This design comes from an exercise in tuning for small area, a short achievable clock period and few clock cycles per item on the open sky130 flow, not from production work. The RTL was checked by simulation tests, not by an equivalence proof against the original design. Power and IR drop assume default switching activity.

==> design.v <==
`timescale 1ns/1ps
package rv_pkg;
  typedef logic [32-1:0]          word_t;      
  typedef logic [$clog2(32)-1:0] reg_addr_t;  
  typedef logic [3:0]                   alu_op_t;    
  typedef logic [2:0]                   funct3_t;
  typedef enum logic [1:0] {
    IDLE,
    EXEC,
    ACK
  } ctrl_state_e;
endpackage
`timescale 1ns/1ps
module rv_decoder (
  input  rv_pkg::word_t instr,
  output logic          legal_wb,    
  output logic          illegal,
  output logic          use_imm,
  output rv_pkg::word_t imm,
  output logic          a_zero,      
  output logic          b_inv,       
  output logic          sra,
  output logic [7:0]    res_sel,     
  output logic [2:0]    br_sel,      
  output logic          br_neg
);
  logic [6:0] opcode;
  logic [2:0] funct3;
  logic [6:0] funct7;
  logic       is_r;
  logic       is_i;
  logic       is_u;
  logic       is_b;
  logic       alt;
  logic       f7_zero;
  logic       f7_alt;
  logic       alu_ok;
  assign opcode  = instr[6:0];
  assign funct3  = instr[14:12];
  assign funct7  = instr[31:25];
  assign f7_zero = (funct7 == 7'h00);
  assign f7_alt  = (funct7 == 7'h20);
  assign is_r = (opcode == 7'h33);
  assign is_i = (opcode == 7'h13);
  assign is_u = (opcode == 7'h37);
  assign is_b = (opcode == 7'h63);
  always_comb begin
    if (is_r) begin
      alu_ok = f7_zero || (f7_alt && (funct3 == 3'h0 || funct3 == 3'h5));
    end else begin
      alu_ok = !(funct3 == 3'h1 && !f7_zero) && !(funct3 == 3'h5 && !f7_zero && !f7_alt);
    end
  end
  assign alt      = funct7[5] && (is_r || funct3 == 3'h5);    
  assign legal_wb = ((is_r || is_i) && alu_ok) || is_u;
  assign illegal  = !(legal_wb || (is_b && funct3[2:1] != 2'b01));
  assign use_imm = !is_r && !is_b;
  assign imm     = is_u ? {instr[31:12], 12'b0} : {{20{instr[31]}}, instr[31:20]};
  assign a_zero  = is_u;
  assign b_inv   = is_b || ((is_r || is_i) && (funct3 == 3'h2 || funct3 == 3'h3)) ||
                   (is_r && funct3 == 3'h0 && alt);
  assign sra     = alt;
  always_comb begin
    res_sel = '0;
    if (is_u) begin
      res_sel[0] = 1'b1;
    end else begin
      case (funct3)
        3'h0: res_sel[0] = 1'b1;
        3'h1: res_sel[5] = 1'b1;
        3'h2: res_sel[6] = 1'b1;
        3'h3: res_sel[7] = 1'b1;
        3'h4: res_sel[1] = 1'b1;
        3'h5: res_sel[4] = 1'b1;
        3'h6: res_sel[2] = 1'b1;
        default: res_sel[3] = 1'b1;
      endcase
    end
  end
  assign br_sel[0] = is_b && (funct3[2:1] == 2'b00);
  assign br_sel[1] = is_b && (funct3[2:1] == 2'b10);
  assign br_sel[2] = is_b && (funct3[2:1] == 2'b11);
  assign br_neg    = funct3[0];
endmodule
`timescale 1ns/1ps
module rv_rdport (
  input  rv_pkg::reg_addr_t                 ra,
  input  logic                              kill,    
  input  logic [32-1:0][32-1:0] r,      
  input  logic [32-1:0]              v,       
  output rv_pkg::word_t                     rdata
);
  logic [3:0]                   hi;
  logic [7:0]                   lo;
  logic [32-1:0]         sel;
  logic [3:0][32-1:0]     bank;
  logic [3:0]                   vbank;
  always_comb begin
    for (int j = 0; j < 4; j++) hi[j] = (ra[4:3] == j[1:0]);
    for (int i = 0; i < 8; i++) lo[i] = (ra[2:0] == i[2:0]);
    for (int n = 0; n < 32; n++) sel[n] = hi[n / 8] && lo[n % 8];
    for (int j = 0; j < 4; j++) begin
      bank[j]  = '0;
      vbank[j] = 1'b0;
      for (int i = 0; i < 8; i++) begin
        bank[j]  = bank[j] | ({32{sel[8*j+i]}} & r[8*j+i]);
        vbank[j] = vbank[j] | (sel[8*j+i] && v[8*j+i]);
      end
    end
  end
  assign rdata = (bank[0] | bank[1] | bank[2] | bank[3]) &
                 {32{(|vbank) && !kill}};
endmodule
module rv_regfile (
  input  logic              clk,
  input  logic              rst,
  input  rv_pkg::reg_addr_t raddr1,
  input  rv_pkg::reg_addr_t raddr2,
  input  logic              we,
  input  rv_pkg::reg_addr_t waddr,
  input  rv_pkg::word_t     wdata,
  input  logic              rd1_kill,    
  output rv_pkg::word_t     rdata1,
  output rv_pkg::word_t     rdata2
);
  logic [32-1:0][32-1:0] regs;
  logic [32-1:1]               valid;
  logic [32-1:1]               wsel;
  always_comb begin
    for (int i = 1; i < 32; i++) begin
      wsel[i] = we && (waddr == i[4:0]);
    end
  end
  rv_rdport rv_rdport1 (
    .ra    (raddr1),
    .kill  (rd1_kill),
    .r     (regs),
    .v     ({valid, 1'b0}),
    .rdata (rdata1)
  );
  rv_rdport rv_rdport2 (
    .ra    (raddr2),
    .kill  (1'b0),
    .r     (regs),
    .v     ({valid, 1'b0}),
    .rdata (rdata2)
  );
  always_ff @(posedge clk) begin
    if (rst) begin
      valid <= '0;
    end else begin
      valid <= valid | wsel;
    end
  end
  assign regs[0] = '0;
  for (genvar g = 1; g < 32; g++) begin : g_reg
    always_ff @(posedge clk) begin
      if (wsel[g]) begin
        regs[g] <= wdata;
      end
    end
  end
endmodule
`timescale 1ns/1ps
module rv_alu_pre (
  input  rv_pkg::word_t a,
  input  rv_pkg::word_t b,
  input  logic          cin,
  input  logic          sra,
  input  logic          sll,
  input  logic          shift,       
  input  logic [2:0]    logic_sel,   
  output logic [39:0]   s,           
  output logic [7:0]    prop,        
  output logic          sgn_x,       
  output rv_pkg::word_t part,        
  output logic          fill
);
  rv_pkg::word_t t;
  rv_pkg::word_t lres;
  rv_pkg::word_t st;
  assign s[4:0]   = {1'b0, a[3:0]} + {1'b0, b[3:0]} + {4'b0, cin};
  assign prop[0]  = &(a[3:0] ^ b[3:0]);
  for (genvar k = 1; k < 8; k++) begin : g_chunk
    assign s[5*k+4 -: 5] = {1'b0, a[4*k+3 -: 4]} + {1'b0, b[4*k+3 -: 4]};
    assign prop[k]       = &(a[4*k+3 -: 4] ^ b[4*k+3 -: 4]);
  end
  assign sgn_x = a[31] ^ b[31];
  assign fill  = sra && a[31];
  for (genvar g = 0; g < 32; g++) begin : g_rev
    assign t[g] = sll ? a[32-1-g] : a[g];
  end
  assign st = rv_pkg::word_t'($signed({fill, t}) >>> {b[4:3], 3'b000});
  assign lres = ({32{logic_sel[0]}} & (a ^ b))
              | ({32{logic_sel[1]}} & (a | b))
              | ({32{logic_sel[2]}} & (a & b));
  assign part = shift ? st : lres;
endmodule
module rv_alu_post (
  input  logic [39:0]   s,
  input  logic [7:0]    prop,        
  input  rv_pkg::word_t part,
  input  logic          fill,
  input  logic [2:0]    shamt_lo,    
  input  logic          sll,
  input  logic          use_sum,
  input  logic [1:0]    lt_bit,      
  input  logic [1:0]    tk,          
  input  logic          beq,         
  input  logic          bneg,        
  output rv_pkg::word_t result,
  output logic          taken
);
  logic [8:0]    c;           
  rv_pkg::word_t sum;
  rv_pkg::word_t y;
  rv_pkg::word_t sh;
  rv_pkg::word_t oth;
  assign c[1] = s[4];
  for (genvar k = 1; k < 8; k++) begin : g_carry
    assign c[k+1] = s[5*k+4] || (prop[k] && c[k]);
  end
  assign sum[3:0] = s[3:0];
  for (genvar k = 1; k < 8; k++) begin : g_inc
    logic [3:0] ones;    
    assign ones[0] = 1'b1;
    for (genvar i = 1; i < 4; i++) begin : g_ones
      assign ones[i] = ones[i-1] && s[5*k+i-1];
    end
    assign sum[4*k+3 -: 4] = s[5*k+3 -: 4] ^ ({4{c[k]}} & ones);
  end
  assign y = rv_pkg::word_t'($signed({fill, part}) >>> shamt_lo);
  for (genvar g = 0; g < 32; g++) begin : g_rev
    assign sh[g] = sll ? y[32-1-g] : y[g];
  end
  assign oth    = {sh[31:1], sh[0] | lt_bit[c[8]]};
  assign result = use_sum ? sum : oth;
  assign taken  = beq ? ((&prop) ^ bneg) : tk[c[8]];
endmodule
`timescale 1ns/1ps
module rv_exec_ctrl (
  input  logic clk,
  input  logic rst,
  input  logic req,
  output logic ack,
  output logic wb_now
);
  assign wb_now = ack && !req;
  always_ff @(posedge clk) begin
    if (rst) begin
      ack <= 1'b0;
    end else begin
      ack <= req;
    end
  end
endmodule
`timescale 1ns/1ps
module rv_exec_top (
  input  logic              clk,
  input  logic              rst,
  input  rv_pkg::word_t     instr,
  input  logic              req,
  output logic              ack,
  output rv_pkg::word_t     wb_data,
  output rv_pkg::reg_addr_t wb_rd,
  output logic              wb_en,
  output logic              br_taken,
  output logic              illegal
);
  logic            wb_now;
  logic            d_legal_wb;
  logic            d_illegal;
  logic            d_use_imm;
  rv_pkg::word_t   d_imm;
  logic            d_a_zero;
  logic            d_b_inv;
  logic            d_sra;
  logic [7:0]      d_res_sel;
  logic [2:0]      d_br_sel;
  logic            d_br_neg;
  rv_pkg::word_t   rd1;
  rv_pkg::word_t   rd2;
  rv_pkg::word_t   a_d;
  rv_pkg::word_t   b_d;
  logic [39:0]     p_s;
  logic [7:0]      p_prop;
  logic [1:0]      p_lt_bit;
  logic [1:0]      p_tk;
  logic            p_sgn_x;
  rv_pkg::word_t   p_part;
  logic            p_fill;
  logic [39:0]     q_s;
  logic [7:0]      q_prop;
  logic            q_beq;
  logic            q_bneg;
  logic [1:0]      q_lt_bit;
  logic [1:0]      q_tk;
  rv_pkg::word_t   q_part;
  logic            q_fill;
  logic [2:0]      q_shamt_lo;
  logic            q_sll;
  logic            q_use_sum;
  rv_exec_ctrl rv_exec_ctrl_inst (
    .clk     (clk),
    .rst     (rst),
    .req     (req),
    .ack     (ack),
    .wb_now  (wb_now)
  );
  rv_decoder rv_decoder_inst (
    .instr    (instr),
    .legal_wb (d_legal_wb),
    .illegal  (d_illegal),
    .use_imm  (d_use_imm),
    .imm      (d_imm),
    .a_zero   (d_a_zero),
    .b_inv    (d_b_inv),
    .sra      (d_sra),
    .res_sel  (d_res_sel),
    .br_sel   (d_br_sel),
    .br_neg   (d_br_neg)
  );
  rv_regfile rv_regfile_inst (
    .clk      (clk),
    .rst      (rst),
    .raddr1   (instr[19:15]),
    .raddr2   (instr[24:20]),
    .we       (wb_now && wb_en),
    .waddr    (wb_rd),
    .wdata    (wb_data),
    .rd1_kill (d_a_zero),
    .rdata1   (rd1),
    .rdata2   (rd2)
  );
  assign a_d = rd1;
  assign b_d = (d_use_imm ? d_imm : rd2) ^ {32{d_b_inv}};
  rv_alu_pre rv_alu_pre_inst (
    .a         (a_d),
    .b         (b_d),
    .cin       (d_b_inv),
    .sra       (d_sra),
    .sll       (d_res_sel[5]),
    .shift     (d_res_sel[4] || d_res_sel[5]),
    .logic_sel (d_res_sel[3:1]),
    .s         (p_s),
    .prop      (p_prop),
    .sgn_x     (p_sgn_x),
    .part      (p_part),
    .fill      (p_fill)
  );
  always_comb begin
    for (int co = 0; co < 2; co++) begin
      p_lt_bit[co] = (d_res_sel[6] && (co[0] ^ p_sgn_x)) || (d_res_sel[7] && !co[0]);
      p_tk[co]     = ((d_br_sel[1] && (co[0] ^ p_sgn_x)) || (d_br_sel[2] && !co[0])) ^
                     (d_br_neg && (d_br_sel[2:1] != 2'b00));
    end
  end
  always_ff @(posedge clk) begin
    q_s        <= p_s;
    q_part     <= p_part;
    q_fill     <= p_fill;
    q_shamt_lo <= (d_res_sel[4] || d_res_sel[5]) ? b_d[2:0] : 3'b000;
    q_sll      <= d_res_sel[5];
    q_use_sum  <= d_res_sel[0];
    q_prop     <= p_prop;
    q_lt_bit   <= p_lt_bit;
    q_tk       <= p_tk;
    q_beq      <= d_br_sel[0];
    q_bneg     <= d_br_neg;
    wb_rd      <= instr[11:7];
    wb_en      <= d_legal_wb;
    illegal    <= d_illegal;
  end
  rv_alu_post rv_alu_post_inst (
    .s        (q_s),
    .prop     (q_prop),
    .part     (q_part),
    .fill     (q_fill),
    .shamt_lo (q_shamt_lo),
    .sll      (q_sll),
    .use_sum  (q_use_sum),
    .lt_bit   (q_lt_bit),
    .tk       (q_tk),
    .beq      (q_beq),
    .bneg     (q_bneg),
    .result   (wb_data),
    .taken    (br_taken)
  );
endmodule
==> run.sh <==
#!/bin/bash
# synth_recipe.tcl (not shown) runs the flow's synth.tcl, then flattens the netlist and writes it again
# the make line also repeats each setting of config.mk as NAME=value (left out here)
make -C /OpenROAD-flow-scripts/flow DESIGN_CONFIG=/design/flow/config.mk WORK_HOME=/design/flow/orfs CLKGATE_MAP_FILE= SYNTH_SCRIPT=/design/flow/synth_recipe.tcl finish
==> config.mk <==
export PLATFORM = sky130hd
export DESIGN_NAME = rv_exec_top
export DESIGN_NICKNAME = rv_exec_top
export VERILOG_FILES = /design/flow/design.v
export SDC_FILE = /design/flow/constraint.sdc
export NUM_CORES = 4
export LEC_CHECK = 0
export CAP_MARGIN = 20
export CORE_MARGIN = 2
export CORE_UTILIZATION = 40
export SETUP_SLACK_MARGIN = 5
export SLEW_MARGIN = 20
export TNS_END_PERCENT = 100
==> constraint.sdc <==
create_clock -name core_clock -period 10.0 [get_ports {clk}]
set_input_delay 2.0000 -clock core_clock [delete_from_list [all_inputs] [get_ports {clk}]]
set_output_delay 2.0000 -clock core_clock [all_outputs]
set_load 0.01 [all_outputs]
==> notes.md, run 1 <==
- Outcome: finished clean
- HP Class: flip-flop to flip-flop
- Detailed-route via count: a little under 50000
- Placement row count: 132
- Initial Utilization: between 40% and 50%
- Placed Area: 0.0566 mm²
- Synth warn: 5
- Area growth syn-to-layout: 25.1%
- Post-Layout Inst Area: 0.0657 mm²
- Final setup fails: 0
- Worst-path fanout max: 3
- Number of synthesized flops with an enable pin: about 990
- Via density: roughly 7.6
- I/O pin cnt: 76
- Residual DRC count: 0
- Post-synth ARST share: 0%
- Syn_area_per_cell: 12.6 µm²
- Vias in the first global route: around 45000
- Final period util: 52.1%
- Peak Freq: between 150 and 200 MHz
- Ratio of cells with drive above 1 in the final layout: between 20% and 30%
- MaxCap Viol Count: 0
- Die Wd: ~370 µm
- Root Buffer: clkbuf_16
- RSZ-0062 raised after global routing: yes
- Final core occ: 50.6%
- Post-synth cell types: 90
- WP data required: ~8.0 ns
- Setup TNS: 0 ns
- Post-synthesis sequential area ratio: roughly three fifths
- Fin crit period: 5.21 ns
- Tot GR Track Use: 41.6%
- Core area: approximately 0.13 mm²
- R2R depth: 15
- Critical path class: flip-flop to output pin
- Element type at the critical path end: output pin
- Slew Limit Fails: 0
- Final Hold Vio Count: 0
- Clk buf depth: 3
- WL/cell: between 40 and 50 µm
- Peak supply drop: about 0.00015 V
- First-pass GRT wire length: 383000 µm
- Num CTS Buffers: about 120
- IO buf count: 75
- Post-Syn Instances: about 4200
- Post-Syn Nets: between 4000 and 5000
- Worst slew pin tran: roughly 1.3 ns
- Final nets: about 4700
- Clock sinks: 1123
- Router iterations before antenna repair: 14
- Global placement routability congestion: 1.02
- Mapped Area: about 0.053 mm²
- Setup Skew: around 0.046 ns
- Initial DRC Count: ~12000
- Seq cells post-synth: 1123
- Die area: 0.134 mm²
- Largest net degree at the start of global routing: 54
- Rel. slew slack: between 10% and 20%
- Die H: 366 µm
- PD cells: about 170 mW/mm²
- Worst hold stages: 2
- Remaining global-route overflow: 0
- Worst Setup Start Kind: flip-flop
- Worst-Skew Late Latency: about 0.78 ns
- WL final: roughly 300000 µm
- Initial antenna violation count: 24
- Pleak: 23.4 nW
- Post-DP HPWL: 163000 µm
- Synth Flop Type: edfxtp_1
- CTS tree: built
- H-tree lvl count: 3
- Final ANT Viol Nets: 0
- WP data arrival: ~3.2 ns
- Worst-path clk slew: around 0.06 ns
## registers in the layout, summed over array words and instances, names as in the netlist, 2 cells and up
name                   count
q_lt_bit                   2
q_part                    32
q_prop                     8
q_s                       40
q_shamt_lo                 3
q_tk                       2
rv_regfile_inst.regs     992
rv_regfile_inst.valid     31
wb_rd                      5
## synth_stat cells (51+ instances only)
cell type | n | share of area, %
nand2_1 | 320 | 2.3
a221oi_1 | 53 | 0.88
dfxtp_1 | 131 | 5.0
edfxtp_1 | 992 | 57
nor3_1 | 51 | 0.49
a21oi_1 | 107 | 1.0
inv_1 | 70 | 0.50
a22oi_1 | 799 | 11
and3_1 | 124 | 1.5
nand3_1 | 97 | 0.92
o21ai_0 | 85 | 0.81
nand4_1 | 85 | 1.0
clkbuf_1 | 176 | 1.3
nor2_1 | 216 | 1.5
buf_2 | 74 | 0.70
ha_1 | 78 | 1.9
## worst max-delay path, cell delays in order, from the launching register on
cell and delay [ns]:
dfxtp_4 0.35, a21o_1 0.21, a21o_1 0.17, a21o_1 0.17, a21o_1 0.20, a21o_4 0.26, a21o_1 0.21, and3_4 0.17
nand2_2 0.08, xor2_2 0.18, a21oi_4 0.09, buf_12 0.18, buf_2 0.15
## metal layers
layer  vias up  GRT usage (%)  routed length [µm]
met5         -          0.641                 499
met4        38           33.4               32800
met3      2068           22.8               55000
met2      5845           56.7              113000
met1     23301           47.9               91700
li1      17590              -                   -
## kinds of logic (layout without fill, tap and decap cells)
family,Yosys count,after routing,synth area share [%]
mux,114,115,3.26
compound gates,1274,1277,17.9
buf+inv,382,875,3.05
flops,1123,1123,61.7
fa+ha+maj,79,79,1.90
other cells,0,14,0
simple gates,1115,1117,10.8
xor+xnor,84,84,1.44
## placed cells by master (no fill, tap or decap), types with 85 or more instances in the layout
cell type	instances
nor2_4	86
a22oi_1	794
buf_4	373
nand2_1	293
and3_1	121
dfxtp_1	127
clkbuf_16	121
nand4_1	85
nand3_1	92
edfxtp_1	992
nor2_1	129
## worst paths after layout
path	start	to	slack (ns)
worst max-delay path	q_s[4]	wb_data[31]	4.79
worst min-delay path	rv_regfile_inst.valid[4]	rv_regfile_inst.valid[4]	0.51
worst max register to register	rv_regfile_inst.valid[24]	q_part[11]	6.36
worst min register to register	rv_regfile_inst.valid[4]	rv_regfile_inst.valid[4]	0.51
## report_power, final
group | switching, W | internal [W] | leakage [nW] | total, W
logic | 0.000938 | 0.000513 | 11.3 | 0.00145
clock network | 0.00201 | 0.00259 | 1.92 | 0.00460
registers | 0.0000294 | 0.00526 | 10.2 | 0.00529
## area by class of cell
type                            instances  area, µm²
Antenna cell                           14       35.0
Timing Repair Buffer                  583       6130
Sequential cell                      1123      32400
Tap cell                             1742       2180
Fill cell                           11010      64200
Multi-Input combinational cell       2672      20700
Clock buffer                          139       3020
Inverter                               74        298
Clock inverter                         79        966
## timing repair
item                                    CTS  global route
endpoints found under the setup margin  121            83
gates cloned                             26             5
buffers inserted                        227            47
pin swaps                                93            38
gates resized for setup                 530           134
hold buffers                              0             0
## per-stage QoR
step           hold WS, ns  std cells  power [W]  setup slack, ns
6_report             0.505       6426     0.0113             4.79
5_1_grt              0.535       6415     0.0115             4.74
4_1_cts              0.507       6360     0.0111             4.80
3_5_place_dp         0.494       5889    0.00637             2.38
3_3_place_gp         0.482       5889    0.00637             2.39
2_1_floorplan        0.449       4171    0.00587             4.80
Testbench counts, summed over its fixed seeds: cycles 32,000, instrs 16,000.
==> inputs of run 2 (changes only) <==
--- a/config.mk
+++ b/config.mk
@@ -8,6 +8,4 @@
 export CAP_MARGIN = 20
 export CORE_MARGIN = 2
 export CORE_UTILIZATION = 40
-export SETUP_SLACK_MARGIN = 5
 export SLEW_MARGIN = 20
-export TNS_END_PERCENT = 100
==> notes.md, run 2 <==
- Worst-path fanout max: 22
- Top flop regs: rv_regfile_inst.regs x992, q_s x40, q_part x32
- Clk buf depth: 3
- Top-area cell type share of the netlist area: between 50 and 60%
- Router iterations before antenna repair: 17
- Seq cells post-synth: 1123
- Critical hold path startpoint: rv_regfile_inst.valid[5]
- Post-synth ARST share: 0%
- Final Worst Setup Slack: about 2.5 ns
- Worst-Skew Late Latency: ~0.76 ns
- Number of synthesized flops with an enable pin: 992
- # resized after CTS: 0
- Critical path class: primary input to flip-flop
- Global routing's busiest layer: met2
- WL/cell: approximately 44 µm
- WHS: roughly 0.51 ns
- Final core occ: between 40 and 50%
- Final period util: 75.0%
- First-pass GRT wire length: approximately 360000 µm
- Synth cell count leaders: edfxtp_1, a22oi_1, nand2_1
- Die area: approximately 0.13 mm²
- Mapped Area: about 0.053 mm²
- Worst Setup Start Kind: primary input
- Final Hold Vio Count: 0
- Die H: approximately 370 µm
- Root Buffer: clkbuf_16
- Residual DRC count: 0
- Fin crit period: 7.50 ns
- WP data required: approximately 11 ns
- Most common cell after layout, fill and taps aside: edfxtp_1
- Setup Skew: 0.0316 ns
- Synth warn: 5
- Slew Limit Fails: 0
- Most frequent cells in the layout: edfxtp_1, a22oi_1, nand2_1, buf_4, nor2_1
- Post-synth cell types: 90
- Worst-path clk slew: 0.06 ns
- WP data arrival: about 8 ns
- RSZ-0062 raised after global routing: no
- Post-Syn Nets: roughly 4300
- Core area: about 0.13 mm²
- Area growth syn-to-layout: 15.0%
- Detailed-route via count: roughly 46000
- Critical R2R Capture: q_part[12]
- Crit path from: instr[23]
- Synth Flop Type: edfxtp_1
- Worst slew pin tran: 1.30 ns
- R2R depth: 12
- Peak Freq: about 130 MHz
- Post-Syn Instances: 4171
- Tot GR Track Use: 38.7%
- Initial DRC Count: around 11000
- Pleak: 20.7 nW
- Initial antenna violation count: 22
- GRT met2 Usage: around 54%
- Met3 usage: roughly 18%
- H-tree lvl count: 3
- Initial Utilization: about two fifths
- Via density: 7.54
- CTS tree: built
- Final ANT Viol Nets: 0
- Setup slack, reg-to-reg: around 5.4 ns
- Ratio of cells with drive above 1 in the final layout: 14.1%
- Clock sinks: ~1100
- Setup TNS: 0 ns
- Synth area leaders: edfxtp_1, a22oi_1, dfxtp_1
- Hold-fix buffers, CTS: 0
- Largest net degree at the start of global routing: 49
- Place WS: between 2 and 2.5 ns
- Vias in the first global route: 42261
- Biggest area consumer among synthesized cells: edfxtp_1
- PD cells: 179 mW/mm²
- FF-to-FF Start: rv_regfile_inst.valid[4]
- Rel. slew slack: a little over an eighth
- Worst hold stages: 2
- Placement row count: approximately 130
- Element type at the critical path end: flip-flop
- Final nets: ~4400
- Endpoint of the worst hold path: rv_regfile_inst.valid[5]
- MaxCap Viol Count: 0
- Post-synthesis sequential area ratio: 61.7%
- I/O pin cnt: 76
- HP Class: flip-flop to flip-flop
- Syn_area_per_cell: 12.6 µm²
- Remaining global-route overflow: 0
- Post-CTS Setup Inserts: 0
- Largest reg by FF count: rv_regfile_inst.regs
- Met1 usage: between 40% and 50%
- Final setup fails: 0
- Die Wd: between 300 and 400 µm
- IO buf count: 75
- Overall power: 0.0108 W
- Largest register FFs: just under 1000
- Most common cell in the netlist: edfxtp_1
- Outcome: finished clean
- Num CTS Buffers: about 110
- Global placement routability congestion: 0.983
- Peak supply drop: ~0.00014 V
- WL final: around 270000 µm
- Post-DP HPWL: 157000 µm
## run 2: cell counts after synthesis
No cell type changed its count.
## run 2: layout make-up
class	instances	area, µm²
clock buffers	126	2930
repair buffers	274	2290
inverters	74	280
diodes	21	52.6
flip-flops and latches	1123	32400
well taps	1742	2180
fillers	11563	69600
multi-input cells	2666	19300
clock inverters	86	920
## run 2: worst max path at each step
stage	end	slack (ns)
floorplan	wb_data[28]	4.38
global placement	q_part[12]	2.55
finish	q_part[12]	2.50
detailed placement	q_part[12]	2.43
CTS	q_part[12]	3.17
global route	q_part[12]	2.71
## run 2: logic make-up (layout without fill, tap and decap cells)
logic type | after synthesis | in the layout | share of synthesized area, %
buffers and inverters | 382 | 560 | 3.05
DFF | 1123 | 1123 | 61.7
adders and majority gates | 79 | 79 | 1.90
muxes | 114 | 114 | 3.26
xor gates and xnor gates | 84 | 84 | 1.44
AOI/OAI and AO/OA | 1274 | 1274 | 17.9
other | 0 | 21 | 0
and+or+nand+nor | 1115 | 1115 | 10.8
## run 2: critical path, cell delays in order
cell and delay (ns):
clkdlybuf4s50_1 0.87, or3b_4 0.68, nor2_4 0.86, a2111oi_0 0.33, and4_4 0.24, and2_4 0.35, a31oi_1 0.89, o21ai_0 0.54
xor2_1 0.30, ha_1 0.40, a221oi_1 0.32, o21a_1 0.20, a211oi_1 0.06
## run 2: stage by stage
stage	instances	instance area, µm²
final	6112	60400
after global routing	6091	60300
after CTS	6091	60300
after detailed placement	5879	56500
after global placement	5877	56500
after floorplan	4171	52500
## run 2: metal layers
| layer | part of all wire [%] | wire length, µm | vias to the layer above |
|---|---|---|---|
| li1 | - | - | 16929 |
| met1 | 33 | 90100 | 22237 |
| met2 | 40 | 107000 | 5334 |
| met3 | 18 | 48000 | 1549 |
| met4 | 9.1 | 24400 | 22 |
| met5 | 0.068 | 182 | - |
## run 2: where the power goes
part	internal, W	switching [W]	total [W]
Clock	0.00247	0.00197	0.00445
Combinational	0.000282	0.000767	0.00105
Sequential	0.00527	0.0000287	0.00529
Total	0.00802	0.00277	0.0108

static timing again, ports no longer ideal:
No port has a modelled driver above. Below, the same layouts with a new extraction and two added sets of constraints.
Step 1: set_driving_cell puts a clkbuf_16 on clk and a buf_2 on each other input, an assumption about the parent block.
Step 2 moves the port delays by t, midway between the first and last clock arrival at a register: inputs arrive t later, outputs are due t later. That takes back most of the time a late clock gives input paths.
Three values: ideal ports, drivers, drivers and shift; two values: the first two.
| run | t (ns) | setup slack, ns | worst data-port slew with drivers (ns) |
|---|---|---|---|
| run 1 | 0.838 | 4.790 / 4.712 / 4.099 | 0.08 |
| run 2 | 0.811 | 2.500 / 2.548 / 1.737 | 0.06 |
After both steps every run listed still meets setup and hold. The setup slack of run 2, which loses most, moves by +0.048 ns with the drivers and by -0.763 ns with both steps.
